From an optimization exercise on the open Yosys and OpenROAD flow, aimed at small area; shortcuts taken in it are not production practice. Function was checked by simulation only, so behaviour that the tests miss may differ from the original. No activity file was given, so power comes from the tool's default toggle rates.

Design alu_operand_regfile, start of the top module:
module alu_operand_regfile
#(
    parameter int unsigned           DATA_W  = alu_operand_regfile_pkg::REG_DATA_W,
    parameter int unsigned           ADDR_W  = alu_operand_regfile_pkg::REG_ADDR_W
) (
    input  logic                 clk_i,
    input  logic                 rst_i,
    input  logic [ADDR_W-1:0]    RS1addr_i,
    input  logic [ADDR_W-1:0]    RS2addr_i,
    input  logic [ADDR_W-1:0]    RDaddr_i,
    input  logic [DATA_W-1:0]    RDdata_i,
    input  logic                 RegWrite_i,
    output logic [DATA_W-1:0]    RS1data_o,
    output logic [DATA_W-1:0]    RS2data_o,
    input  logic [ADDR_W-1:0]    dbg_addr_i,
    output logic [DATA_W-1:0]    dbg_data_o,
    output logic [31:0]          wr_count_o
);
    localparam int unsigned DEPTH = 2 ** ADDR_W;
    logic [DEPTH*DATA_W-1:0] mem_flat;
    logic [DATA_W-1:0]       wdata_n;
    logic                    phase_q;
    logic                    phase_d;
    logic [31:0]             wr_count_q;
    logic                    wr_fire;
    assign wr_fire = RegWrite_i && (RDaddr_i != alu_operand_regfile_pkg::REG_ZERO[ADDR_W-1:0]);
    assign phase_d = !rst_i && !phase_q;
    always_ff @(posedge clk_i) begin
        phase_q <= phase_d;
    end
    logic rst_n;
    assign rst_n = !rst_i;
    for (genvar b = 0; b < DATA_W; b++) begin : g_col
        logic same;
        regfile_xnor2 u_same (
            .a_i (RDdata_i[b]),
            .b_i (phase_q),
            .y_o (same)
        );
        regfile_nand2 u_drv (
            .a_i (same),
            .b_i (rst_n),
            .y_o (wdata_n[b])
        );
    end
    logic [3:0] wr_lo;
    logic [7:0] wr_hi;
    always_comb begin
        for (int j = 0; j < 4; j++) begin
            wr_lo[j] = RegWrite_i && (RDaddr_i[1:0] == j[1:0]);
        end
        for (int k = 0; k < 8; k++) begin
            wr_hi[k] = (RDaddr_i[4:2] == k[2:0]);
        end
    end
    assign mem_flat[DATA_W-1:0] = '0;
    for (genvar i = 1; i < DEPTH; i++) begin : g_row
        logic [DATA_W-1:0] row_q;
        logic [DATA_W-1:0] row_d;
        logic              row_en;
        logic              row_en_n;
  ...
clock: 10.0 ns
lec_check: 0
cap_margin: 20
cell_pad_in_sites_detail_placement: 1
cell_pad_in_sites_global_placement: 2
core_margin: 2
core_utilization: 50
cts_buf_list: sky130_fd_sc_hd__clkbuf_4
cts_cluster_diameter: 45
cts_cluster_size: 9
slew_margin: 20
synth_hierarchical: 1
synth_minimum_keep_size: 0
standard.sh (not shown) runs the stock make flow with config.mk's settings and CLKGATE_MAP_FILE= SYNTH_SCRIPT=/design/flow/synth_recipe.tcl, a recipe that flattens the netlist after the stock synthesis.
==> flow/flow/run.sh <==
#!/bin/bash
set -euo pipefail
bash standard.sh synth > synth.log 2>&1
export BUFFER_PORTS_ARGS="-buffer_cell sky130_fd_sc_hd__buf_1"
export CTS_ARGS="-sink_clustering_enable -repair_clock_nets -dont_use_dummy_load -buf_list sky130_fd_sc_hd__clkbuf_4 -sink_clustering_size 9 -sink_clustering_max_diameter 45"
bash standard.sh floorplan > floorplan.log 2>&1
bash standard.sh place > place.log 2>&1
bash standard.sh cts > cts.log 2>&1
bash standard.sh > route_finish.log 2>&1
test -s out/final.def
The baseline completed without violations.
Rerun with:
==> flow/flow/run.sh (replaced) <==
#!/bin/bash
set -euo pipefail
bash standard.sh synth > synth.log 2>&1
export BUFFER_PORTS_ARGS="-buffer_cell sky130_fd_sc_hd__buf_1"
export CTS_ARGS="-sink_clustering_enable -repair_clock_nets -dont_use_dummy_load -buf_list sky130_fd_sc_hd__clkbuf_8 -sink_clustering_size 15 -sink_clustering_max_diameter 60"
bash standard.sh floorplan > floorplan.log 2>&1
bash standard.sh place > place.log 2>&1
bash standard.sh cts > cts.log 2>&1
bash standard.sh > route_finish.log 2>&1
test -s out/final.def
--- a/flow/config.mk
+++ b/flow/config.mk
@@ -12,5 +12,5 @@
 export CORE_UTILIZATION = 50
-export CTS_BUF_LIST = sky130_fd_sc_hd__clkbuf_4
-export CTS_CLUSTER_DIAMETER = 45
-export CTS_CLUSTER_SIZE = 9
+export CTS_BUF_LIST = sky130_fd_sc_hd__clkbuf_8
+export CTS_CLUSTER_DIAMETER = 60
+export CTS_CLUSTER_SIZE = 15
 export SLEW_MARGIN = 20
Routed wire length is about the same. Sequential share of layout area is about the same. Sequential power barely changes. Total power goes up by 1.2%. First-iteration DRC count goes down by 1.4%. Final area is about the same.

==> static timing again, ports no longer ideal <==
Ports are ideal in the flow. The routed layouts listed here were re-timed in OpenROAD. Step 1 sets driving cells, clkbuf_16 on the clock port and buf_2 on the other inputs (assumed; they add their load-dependent delay and slew). Step 2 also shifts input and output timing later by t, the mid clock arrival at the registers, as if the neighbouring blocks saw the same clock. Slacks: ideal ports / drivers / drivers and shift; pairs: ideal ports / drivers.
run | t (ns) | setup slack, ns | worst register clock-pin slew, ns | worst data-port slew with drivers (ns)
the first run | 1.199 | 2.406 / 2.327 / 1.955 | 0.11 / 0.11 | 0.09
the second run | 0.851 | 2.343 / 2.260 / 1.978 | 0.11 / 0.11 | 0.08
After both steps every run listed still meets setup and hold. For the first run, which loses most, drivers alone change the setup slack by -0.079 ns; drivers and shift together by -0.451 ns.
